What follows belongs to an exercise in optimizing a design on an open flow for small area, a short achievable clock period and few clock cycles per item; a production flow would make more cautious choices. In this exercise RTL edits were held to simulation tests only and were not proved equivalent to the original. Power figures rest on the tool's default switching activity, not on a simulated workload.

===== constraint.sdc =====
create_clock -name core_clock -period 5.5 [get_ports {clk}]
set_input_delay 1.1000 -clock core_clock [delete_from_list [all_inputs] [get_ports {clk}]]
set_output_delay 1.1000 -clock core_clock [all_outputs]
set_load 0.01 [all_outputs]

===== run.sh =====
#!/bin/bash
# synth_recipe.tcl (not shown) runs the flow's synth.tcl, then flattens the netlist and writes it again
# the make line also repeats each setting of config.mk as NAME=value (left out here)
make -C /OpenROAD-flow-scripts/flow DESIGN_CONFIG=/design/flow/config.mk WORK_HOME=/design/flow/orfs CLKGATE_MAP_FILE= SYNTH_SCRIPT=/design/flow/synth_recipe.tcl finish

===== config.mk =====
export PLATFORM = sky130hd
export DESIGN_NAME = zstd_raw_dec
export DESIGN_NICKNAME = zstd_raw_dec
export VERILOG_FILES = /design/flow/design.v
export SDC_FILE = /design/flow/constraint.sdc
export NUM_CORES = 4
export LEC_CHECK = 0
export CAP_MARGIN = 20
export CORE_MARGIN = 2
export CORE_UTILIZATION = 40
export PLACE_DENSITY = 0.6
export SLEW_MARGIN = 20

===== design.v =====
`default_nettype none
package zstd_raw_dec_pkg;
  localparam int AXI_DATA_W   = 32;
  localparam int AXI_ADDR_W   = 16;
  localparam int AXI_ID_W     = 4;
  localparam int OUTPUT_WIDTH = 97;
  typedef logic [AXI_DATA_W-1:0] axi_data_t;
  typedef logic [AXI_ADDR_W-1:0] axi_addr_t;
  typedef logic [AXI_ID_W-1:0]   axi_id_t;
  typedef logic [7:0]            axi_len_t;
  typedef logic [2:0]            beat_bytes_t;
  typedef logic [31:0]           xfer_len_t;
  typedef logic [63:0]           out_data_t;
  typedef logic [OUTPUT_WIDTH-1:0] out_word_t;
  localparam axi_id_t    READER_ID      = '0;
  localparam logic [2:0] AXI_SIZE_4B    = 3'd2;
  localparam logic [1:0] AXI_BURST_INCR = 2'd1;
endpackage
`default_nettype wire
`timescale 1ns/100ps
`default_nettype none
module axi_block_reader #(
  parameter int MAX_BURST  = 16,
  parameter int FIFO_DEPTH = 32
) (
  input  logic                            clk,
  input  logic                            reset,
  input  logic                            start,
  input  zstd_raw_dec_pkg::axi_addr_t     start_addr,
  input  zstd_raw_dec_pkg::xfer_len_t     start_len,
  output logic                            busy,
  input  logic                            done,
  input  logic [$clog2(FIFO_DEPTH+1)-1:0] free_slots,
  output zstd_raw_dec_pkg::axi_id_t       arid,
  output zstd_raw_dec_pkg::axi_addr_t     araddr,
  output zstd_raw_dec_pkg::axi_len_t      arlen,
  output logic [2:0]                      arsize,
  output logic [1:0]                      arburst,
  output logic                            arvalid,
  input  logic                            arready,
  input  zstd_raw_dec_pkg::axi_data_t     rdata,
  input  logic                            rvalid,
  output logic                            rready,
  output logic                            beat_valid,
  output zstd_raw_dec_pkg::axi_data_t     beat_data,
  output zstd_raw_dec_pkg::beat_bytes_t   beat_bytes,
  output logic                            beat_last,
  input  logic                            beat_ready
);
  typedef enum logic [1:0] {
    ST_IDLE,
    ST_REQUEST,
    ST_DATA,
    ST_WAIT_DONE
  } state_t;
  state_t      state;
  zstd_raw_dec_pkg::axi_addr_t   next_addr;
  zstd_raw_dec_pkg::xfer_len_t   rem_bytes;
  logic [29:0] rem_beats;
  logic [8:0]  burst_beats;
  logic [8:0]  beats_left;
  logic        space_ok;
  logic        ar_fire;
  logic        beat_take;
  assign rem_beats   = rem_bytes[31:2];
  assign burst_beats = (rem_beats > 30'(MAX_BURST)) ? 9'(MAX_BURST) : rem_beats[8:0];
  assign space_ok = 32'(free_slots) >= 32'(burst_beats);
  assign arid    = zstd_raw_dec_pkg::READER_ID;
  assign araddr  = next_addr;
  assign arlen   = zstd_raw_dec_pkg::axi_len_t'(burst_beats - 9'd1);
  assign arsize  = zstd_raw_dec_pkg::AXI_SIZE_4B;
  assign arburst = zstd_raw_dec_pkg::AXI_BURST_INCR;
  assign arvalid = (state == ST_REQUEST) && space_ok;
  assign ar_fire = arvalid && arready;
  assign rready    = (state == ST_DATA) && beat_ready;
  assign beat_take = rvalid && rready;
  assign beat_valid = (state == ST_DATA) && rvalid;
  assign beat_data  = rdata;
  assign beat_bytes = (rem_bytes > 32'd4) ? 3'd4 : rem_bytes[2:0];
  assign beat_last  = (rem_bytes <= 32'd4);
  assign busy = (state != ST_IDLE);
  always_ff @(posedge clk) begin
    if (reset) begin
      state <= ST_IDLE;
    end else begin
      case (state)
        ST_IDLE: begin
          if (start) begin
            state <= ST_REQUEST;
          end
        end
        ST_REQUEST: begin
          if (ar_fire) begin
            state <= ST_DATA;
          end
        end
        ST_DATA: begin
          if (beat_take && beats_left == 9'd1) begin
            state <= beat_last ? ST_WAIT_DONE : ST_REQUEST;
          end
        end
        ST_WAIT_DONE: begin
          if (done) begin
            state <= ST_IDLE;
          end
        end
        default: begin
          state <= ST_IDLE;
        end
      endcase
    end
  end
  always_ff @(posedge clk) begin
    if (state == ST_IDLE && start) begin
      next_addr <= start_addr;
      rem_bytes <= start_len;
    end
    if (ar_fire) begin
      next_addr  <= next_addr + zstd_raw_dec_pkg::axi_addr_t'({burst_beats, 2'b00});
      beats_left <= burst_beats;
    end
    if (beat_take) begin
      rem_bytes  <= rem_bytes - zstd_raw_dec_pkg::xfer_len_t'(beat_bytes);
      beats_left <= beats_left - 9'd1;
    end
  end
endmodule
`default_nettype wire
`timescale 1ns/100ps
`default_nettype none
module beat_fifo #(
  parameter int FIFO_DEPTH = 32
) (
  input  logic                            clk,
  input  logic                            reset,
  input  logic                            in_valid,
  input  zstd_raw_dec_pkg::axi_data_t     in_data,
  input  zstd_raw_dec_pkg::beat_bytes_t   in_bytes,
  input  logic                            in_last,
  output logic                            in_ready,
  output logic                            out_valid,
  output zstd_raw_dec_pkg::axi_data_t     out_data,
  output zstd_raw_dec_pkg::beat_bytes_t   out_bytes,
  output logic                            out_last,
  input  logic                            out_ready,
  output logic [$clog2(FIFO_DEPTH+1)-1:0] free_slots
);
  localparam int PTR_W = (FIFO_DEPTH > 1) ? $clog2(FIFO_DEPTH) : 1;
  localparam int CNT_W = $clog2(FIFO_DEPTH + 1);
  zstd_raw_dec_pkg::axi_data_t        mem_data  [FIFO_DEPTH];
  zstd_raw_dec_pkg::beat_bytes_t      mem_bytes [FIFO_DEPTH];
  logic             mem_last  [FIFO_DEPTH];
  logic [PTR_W-1:0] wr_ptr;
  logic [PTR_W-1:0] rd_ptr;
  logic [CNT_W-1:0] count;
  logic [CNT_W-1:0] count_next;
  logic             push;
  logic             pop;
  function automatic logic [PTR_W-1:0] ptr_inc(input logic [PTR_W-1:0] ptr);
    ptr_inc = (ptr == PTR_W'(FIFO_DEPTH - 1)) ? {PTR_W{1'b0}} : ptr + 1'b1;
  endfunction
  assign in_ready  = (count != CNT_W'(FIFO_DEPTH));
  assign out_valid = (count != '0);
  assign out_data  = mem_data[rd_ptr];
  assign out_bytes = mem_bytes[rd_ptr];
  assign out_last  = mem_last[rd_ptr];
  assign push = in_valid && in_ready;
  assign pop  = out_valid && out_ready;
  always_comb begin
    case ({push, pop})
      2'b10:   count_next = count + 1'b1;
      2'b01:   count_next = count - 1'b1;
      default: count_next = count;
    endcase
  end
  always_ff @(posedge clk) begin
    if (reset) begin
      wr_ptr     <= '0;
      rd_ptr     <= '0;
      count      <= '0;
      free_slots <= CNT_W'(FIFO_DEPTH);
    end else begin
      if (push) begin
        wr_ptr <= ptr_inc(wr_ptr);
      end
      if (pop) begin
        rd_ptr <= ptr_inc(rd_ptr);
      end
      count      <= count_next;
      free_slots <= CNT_W'(FIFO_DEPTH) - count_next;
    end
  end
  always_ff @(posedge clk) begin
    if (push) begin
      mem_data[wr_ptr]  <= in_data;
      mem_bytes[wr_ptr] <= in_bytes;
      mem_last[wr_ptr]  <= in_last;
    end
  end
endmodule
`default_nettype wire
`timescale 1ns/100ps
`default_nettype none
module output_packer (
  input  logic                        clk,
  input  logic                        reset,
  input  logic                        beat_valid,
  input  zstd_raw_dec_pkg::axi_data_t beat_data,
  input  zstd_raw_dec_pkg::beat_bytes_t beat_bytes,
  input  logic                        beat_last,
  output logic                        beat_ready,
  output zstd_raw_dec_pkg::out_word_t output_data,
  output logic                        output_vld,
  input  logic                        output_rdy,
  output logic                        notify_data,
  output logic                        notify_vld,
  input  logic                        notify_rdy,
  output logic                        done
);
  typedef enum logic [1:0] {
    ST_COLLECT,
    ST_EMIT,
    ST_NOTIFY
  } state_t;
  state_t      state;
  zstd_raw_dec_pkg::axi_data_t   lo_data;
  zstd_raw_dec_pkg::beat_bytes_t lo_bytes;
  logic        have_lo;
  logic        take;
  logic        word_done;
  logic        word_last;
  zstd_raw_dec_pkg::out_data_t   word_data;
  zstd_raw_dec_pkg::xfer_len_t   word_count;
  assign beat_ready = (state == ST_COLLECT);
  assign take        = beat_valid && beat_ready;
  assign word_done   = take && (have_lo || beat_last);
  assign word_data  = have_lo ? {beat_data, lo_data} : {32'h0, beat_data};
  assign word_count = have_lo ? zstd_raw_dec_pkg::xfer_len_t'(lo_bytes) + zstd_raw_dec_pkg::xfer_len_t'(beat_bytes)
                              : zstd_raw_dec_pkg::xfer_len_t'(beat_bytes);
  assign word_last  = output_data[zstd_raw_dec_pkg::OUTPUT_WIDTH-1];
  assign output_vld  = (state == ST_EMIT);
  assign notify_vld  = (state == ST_NOTIFY);
  assign notify_data = notify_vld;
  assign done        = notify_vld && notify_rdy;
  always_ff @(posedge clk) begin
    if (reset) begin
      state   <= ST_COLLECT;
      have_lo <= 1'b0;
    end else begin
      if (take) begin
        have_lo <= !have_lo && !beat_last;
      end
      case (state)
        ST_COLLECT: begin
          if (word_done) begin
            state <= ST_EMIT;
          end
        end
        ST_EMIT: begin
          if (output_rdy) begin
            state <= word_last ? ST_NOTIFY : ST_COLLECT;
          end
        end
        ST_NOTIFY: begin
          if (notify_rdy) begin
            state <= ST_COLLECT;
          end
        end
        default: begin
          state <= ST_COLLECT;
        end
      endcase
    end
  end
  always_ff @(posedge clk) begin
    if (take && !have_lo) begin
      lo_data  <= beat_data;
      lo_bytes <= beat_bytes;
    end
    if (word_done) begin
      output_data <= {beat_last, word_count, word_data};
    end
  end
endmodule
`default_nettype wire
`timescale 1ns/100ps
`default_nettype none
module zstd_raw_dec #(
  parameter int MAX_BURST  = 16,
  parameter int FIFO_DEPTH = 32
) (
  input  logic                        clk,
  input  logic                        reset,
  input  logic                        start,
  input  zstd_raw_dec_pkg::axi_addr_t start_addr,
  input  zstd_raw_dec_pkg::xfer_len_t start_len,
  output logic                        busy,
  output zstd_raw_dec_pkg::axi_id_t   arid,
  output zstd_raw_dec_pkg::axi_addr_t araddr,
  output zstd_raw_dec_pkg::axi_len_t  arlen,
  output logic [2:0]                  arsize,
  output logic [1:0]                  arburst,
  output logic                        arvalid,
  input  logic                        arready,
  input  zstd_raw_dec_pkg::axi_data_t rdata,
  input  logic                        rlast,
  input  logic                        rvalid,
  output logic                        rready,
  output zstd_raw_dec_pkg::out_word_t output_data,
  output logic                        output_vld,
  input  logic                        output_rdy,
  output logic                        notify_data,
  output logic                        notify_vld,
  input  logic                        notify_rdy
);
  logic [$clog2(FIFO_DEPTH+1)-1:0] free_slots;
  logic                            done;
  logic                          rd_valid, rd_last, rd_ready;
  zstd_raw_dec_pkg::axi_data_t   rd_data;
  zstd_raw_dec_pkg::beat_bytes_t rd_bytes;
  logic                          ff_valid, ff_last, ff_ready;
  zstd_raw_dec_pkg::axi_data_t   ff_data;
  zstd_raw_dec_pkg::beat_bytes_t ff_bytes;
  axi_block_reader #(
    .MAX_BURST  (MAX_BURST),
    .FIFO_DEPTH (FIFO_DEPTH)
  ) reader_i (
    .clk        (clk),
    .reset      (reset),
    .start      (start),
    .start_addr (start_addr),
    .start_len  (start_len),
    .busy       (busy),
    .done       (done),
    .free_slots (free_slots),
    .arid       (arid),
    .araddr     (araddr),
    .arlen      (arlen),
    .arsize     (arsize),
    .arburst    (arburst),
    .arvalid    (arvalid),
    .arready    (arready),
    .rdata      (rdata),
    .rvalid     (rvalid),
    .rready     (rready),
    .beat_valid (rd_valid),
    .beat_data  (rd_data),
    .beat_bytes (rd_bytes),
    .beat_last  (rd_last),
    .beat_ready (rd_ready)
  );
  beat_fifo #(
    .FIFO_DEPTH (FIFO_DEPTH)
  ) fifo_i (
    .clk        (clk),
    .reset      (reset),
    .in_valid   (rd_valid),
    .in_data    (rd_data),
    .in_bytes   (rd_bytes),
    .in_last    (rd_last),
    .in_ready   (rd_ready),
    .out_valid  (ff_valid),
    .out_data   (ff_data),
    .out_bytes  (ff_bytes),
    .out_last   (ff_last),
    .out_ready  (ff_ready),
    .free_slots (free_slots)
  );
  output_packer packer_i (
    .clk         (clk),
    .reset       (reset),
    .beat_valid  (ff_valid),
    .beat_data   (ff_data),
    .beat_bytes  (ff_bytes),
    .beat_last   (ff_last),
    .beat_ready  (ff_ready),
    .output_data (output_data),
    .output_vld  (output_vld),
    .output_rdy  (output_rdy),
    .notify_data (notify_data),
    .notify_vld  (notify_vld),
    .notify_rdy  (notify_rdy),
    .done        (done)
  );
endmodule
`default_nettype wire

==> impl_metrics.py <==
metrics = {
    "power_and_ir_drop": {
        "peakVddDrop_uv": 292,
        "p_sw_share_pct": 26.6,
        "cellPowerDensity_nw_per_um2": 433,
        "combPwrFrac_pct": 19.8,
        "intPower_uw": 19800,
        "p_switching_uw": 7200,
        "p_seq_share_pct": 46.2,
        "clkPwrFrac_pct": 34.0,
        "p_leak_uw": 0.0194,
    },
    "synthesis": {
        "async_reset_ff_share_pct": 0,
        "syn_area_um2": 53600,
        "synth_warnings": 3,
        "synth.avg_cell_area_um2": 18.0,
        "syn_inst": 2980,
        "ys_ff_latch": 1344,
        "synth_edf_count": 1313,
        "synthDistinctLibCells": 72,
        "yosysSeqAreaShare_pct": 74.8,
        "yosys.area.top_type": "edfxtp_1",
        "synth_top_cell_area_share_pct": 73.6,
        "synthFlopType": "edfxtp_1",
        "synth.area.top_cells": "edfxtp_1 74%, mux4_2 6.1%, mux2i_1 5.5%, a22oi_1 2.0%, dfxtp_1 1.2%",
    },
    "detailed_routing": {
        "postRouteAntennaNets": 0,
        "via_per_inst": 5.42,
        "vias": 27700,
        "wl_per_cell_um": 25.0,
        "drc": 0,
        "firstDrtPassIters": 5,
        "routed_wl_um": 128000,
        "drt_iter0_drc": 2527,
    },
    "worst_hold_path": {
        "hp-start": "fifo_i.rd_ptr[4]",
        "min_path_type": "reg2reg",
    },
    "place": {
        "numPortBuffers": 185,
        "gp_congestion": 0.764,
        "placed_area_um2": 57900,
        "post-dp-hpwl_um": 68800,
    },
    "global_routing": {
        "grt_overflow": 0,
        "globalRoute.busiestLayer": "met2",
        "grt_max_degree": 140,
        "grt_pass1_wl_um": 185000,
        "grt_use_total_pct": 18.5,
        "met1_usage_pct": 25.8,
        "grtUsageMet3_pct": 4.33,
        "use_met2_pct": 29.6,
        "grt_pass1_vias": 27300,
        "antenna_found_initial": 2,
    },
    "setup_path": {
        "cp-end-kind": "primary output",
        "critPathLaunchType": "flop",
        "critPathKind": "reg2out",
        "required_ns": 4.40,
        "cp.arrival_ns": 3.99,
        "startpoint": "reader_i.rem_bytes[12]",
        "worstReg2RegStart": "reader_i.rem_bytes[12]",
        "worst-path-max-fanout": 9,
    },
    "clocking": {
        "cts_buffer_depth": 3,
        "clock_latency_ns": 0.76,
        "cts_made_buffers": 140,
        "path_clk_slew_ns": 0.06,
        "cts-htree-levels": 4,
        "cts.sinks": 1344,
        "root_buffer": "clkbuf_16",
        "cts_tree": "yes",
        "hold_buffers": 0,
    },
    "timing": {
        "setup_viol": 0,
        "worstMarginPinSlew_ns": 1.21,
        "tns_ns": 0,
        "fin_crit_sh_pct": 92.5,
        "slew_violations": 0,
        "hold_viol_final": 0,
        "rsz0062_at_grt": "false",
        "fin_crit_ns": 5.09,
        "fin_skew_ns": 0.0220,
        "slew_headroom_pct": 19.0,
        "fmaxAchievable_mhz": 197,
    },
    "die": {
        "die_y_um": 370,
        "core_um2": 133000,
        "die_w_um": 370,
        "io_pins": 224,
        "die-area_um2": 137000,
        "num_rows": 134,
        "start_util_pct": 40.2,
    },
    "run": {
        "cap_violations": 0,
    },
    "layout": {
        "final_cell_area_um2": 62400,
        "antenna_cells": 0,
        "layout-drive-gt1-share_pct": 15.9,
        "mostFrequentLayoutCell": "edfxtp_1",
        "regArea_um2": 40100,
        "fillers": 11200,
        "syn2layout_area_growth_pct": 16.5,
        "finalNetCount": 3363,
        "final_cell_mix": "1313 x edfxtp_1, 292 x mux2i_1, 170 x clkdlybuf4s50_1",
        "multi_input_area_um2": 12900,
    },
    "outcome": {
        "status": "complete, no violations",
    },
}
==> cells by family (layout without fill, tap and decap cells) <==
group	after synthesis	in the layout	synth area share, %
compound gates	349	349	4.17
xor+xnor	45	45	0.736
fa+ha+maj	43	43	1.05
buf+inv	219	543	2.04
flops	1344	1344	74.8
mux	473	473	12.3
other cells	2	43	0.0140
simple gates	505	505	4.91
==> synthesized netlist by cell type (3+ instances only) <==
master	number
nor2_1	76
buf_4	40
or4_1	5
and3_1	5
nor4b_1	6
xnor2_1	35
nor2b_1	47
mux4_2	144
nand2_1	121
edfxtp_1	1313
fa_1	3
nor4_1	16
nor3_1	21
ha_1	40
a22oi_1	144
and2_1	38
dfxtp_1	31
a211oi_1	10
a31oi_1	5
nor3b_1	3
buf_6	5
a21o_1	4
o21a_1	5
xor2_1	10
buf_1	4
nand3b_1	5
o21ai_0	57
mux2i_1	292
nand3_1	85
nand2b_1	9
nand4_1	40
o31ai_1	4
buf_2	63
or3_1	11
inv_1	26
mux2_2	35
a21oi_1	102
clkbuf_1	77
==> stage by stage <==
stage          instances  setup WS (ns)  power (uW)  hold WS [ns]  util (%)
2_1_floorplan       3021           1.31       16100         0.432         -
3_3_place_gp        4856          0.508       18100         0.472      43.5
3_5_place_dp        4856          0.414       18100         0.486      43.5
4_1_cts             5111        0.00173       27300         0.495      46.9
5_1_grt             5113          0.224       28200         0.523      46.9
6_report            5113          0.414       27000         0.492      46.9
==> sequential cells by signal, summed over array words and instances, names as in the netlist, 9 cells and up, named ones only <==
register and flops:
reader_i.rem_bytes 32, fifo_i.mem_data 1024, reader_i.beats_left 9, packer_i.lo_data 32, packer_i.output_data 69, reader_i.next_addr 16, fifo_i.mem_bytes 96, fifo_i.mem_last 32
==> final timing paths <==
| kind | to | depth (start not counted) | slack, ns |
|---|---|---|---|
| worst max register to register | reader_i.next_addr[6] | 13 | 1.24 |
| worst min register to register | flop | 2 | 0.49 |
| worst max-delay path | arlen[4] | 10 | 0.41 |
| worst min-delay path | flop | 2 | 0.49 |
==> metal layers <==
layer / vias to the layer above / wire length [um]
met4: 2 / 2220
li1: 12400 / -
met2: 962 / 60700
met1: 14300 / 55400
met5: - / 8
met3: 161 / 9490
==> area by class of cell <==
type,count,area share [%]
Inverter,29,0.186
Clock buffer,177,6.16
Tap cell,1768,3.55
Multi-Input combinational cell,1458,20.7
Timing Repair Buffer,259,4.25
Clock inverter,78,0.997
Sequential cell,1344,64.2
==> power groups by stage <==
stage          combinational (uW)  sequential, uW  clock (uW)
2_1_floorplan                3380           12800           0
5_1_grt                      5860           12600        9780
4_1_cts                      5460           12500        9380
3_5_place_dp                 5420           12700           0
3_3_place_gp                 5400           12700           0
6_report                     5370           12500        9190
==> worst max-delay path, stage by stage, from the launching register on <==
cell	delay (ns)
edfxtp_1	0.43
nor3_2	0.33
nand4_1	0.23
or4_4	0.56
nor2_4	0.24
buf_4	0.19
nand2_1	0.15
ha_1	0.28
and3_1	0.17
o21bai_1	0.16
clkdlybuf4s50_1	0.49
==> repair_timing <==
action / in CTS / in global routing
endpoints found under the setup margin: 1 / 1
gates resized for setup: 5 / 2
setup buffers: 0 / 2
endpoints found under the hold margin: 0 / 0
pin swaps: 0 / 1
Testbench counts, summed over its fixed seeds: cycles 111,299, bytes 288,848.

-- static timing again, ports no longer ideal --
How much do the figures lean on ideal ports? The routed layout below was timed once more, with nothing changed but the port constraints. Step 1 (the two cells are an assumption about what drives the block):
set clk [get_ports {clk}]
set_driving_cell -lib_cell sky130_fd_sc_hd__clkbuf_16 $clk
set_driving_cell -lib_cell sky130_fd_sc_hd__buf_2 [delete_from_list [all_inputs] $clk]
Step 2 also shifts input and output timing later by t, the mid clock arrival at the registers, as if the neighbouring blocks saw the same clock. Slacks: ideal ports / drivers / drivers and shift; pairs: ideal ports / drivers.
t, ns: 0.819
slack for setup (ns): 0.414 / 0.340 / 1.010
worst setup path after step 2: input to register
After both steps setup and hold are still met in this run. For this run, drivers alone change the setup slack by -0.074 ns; drivers and shift together by +0.596 ns.
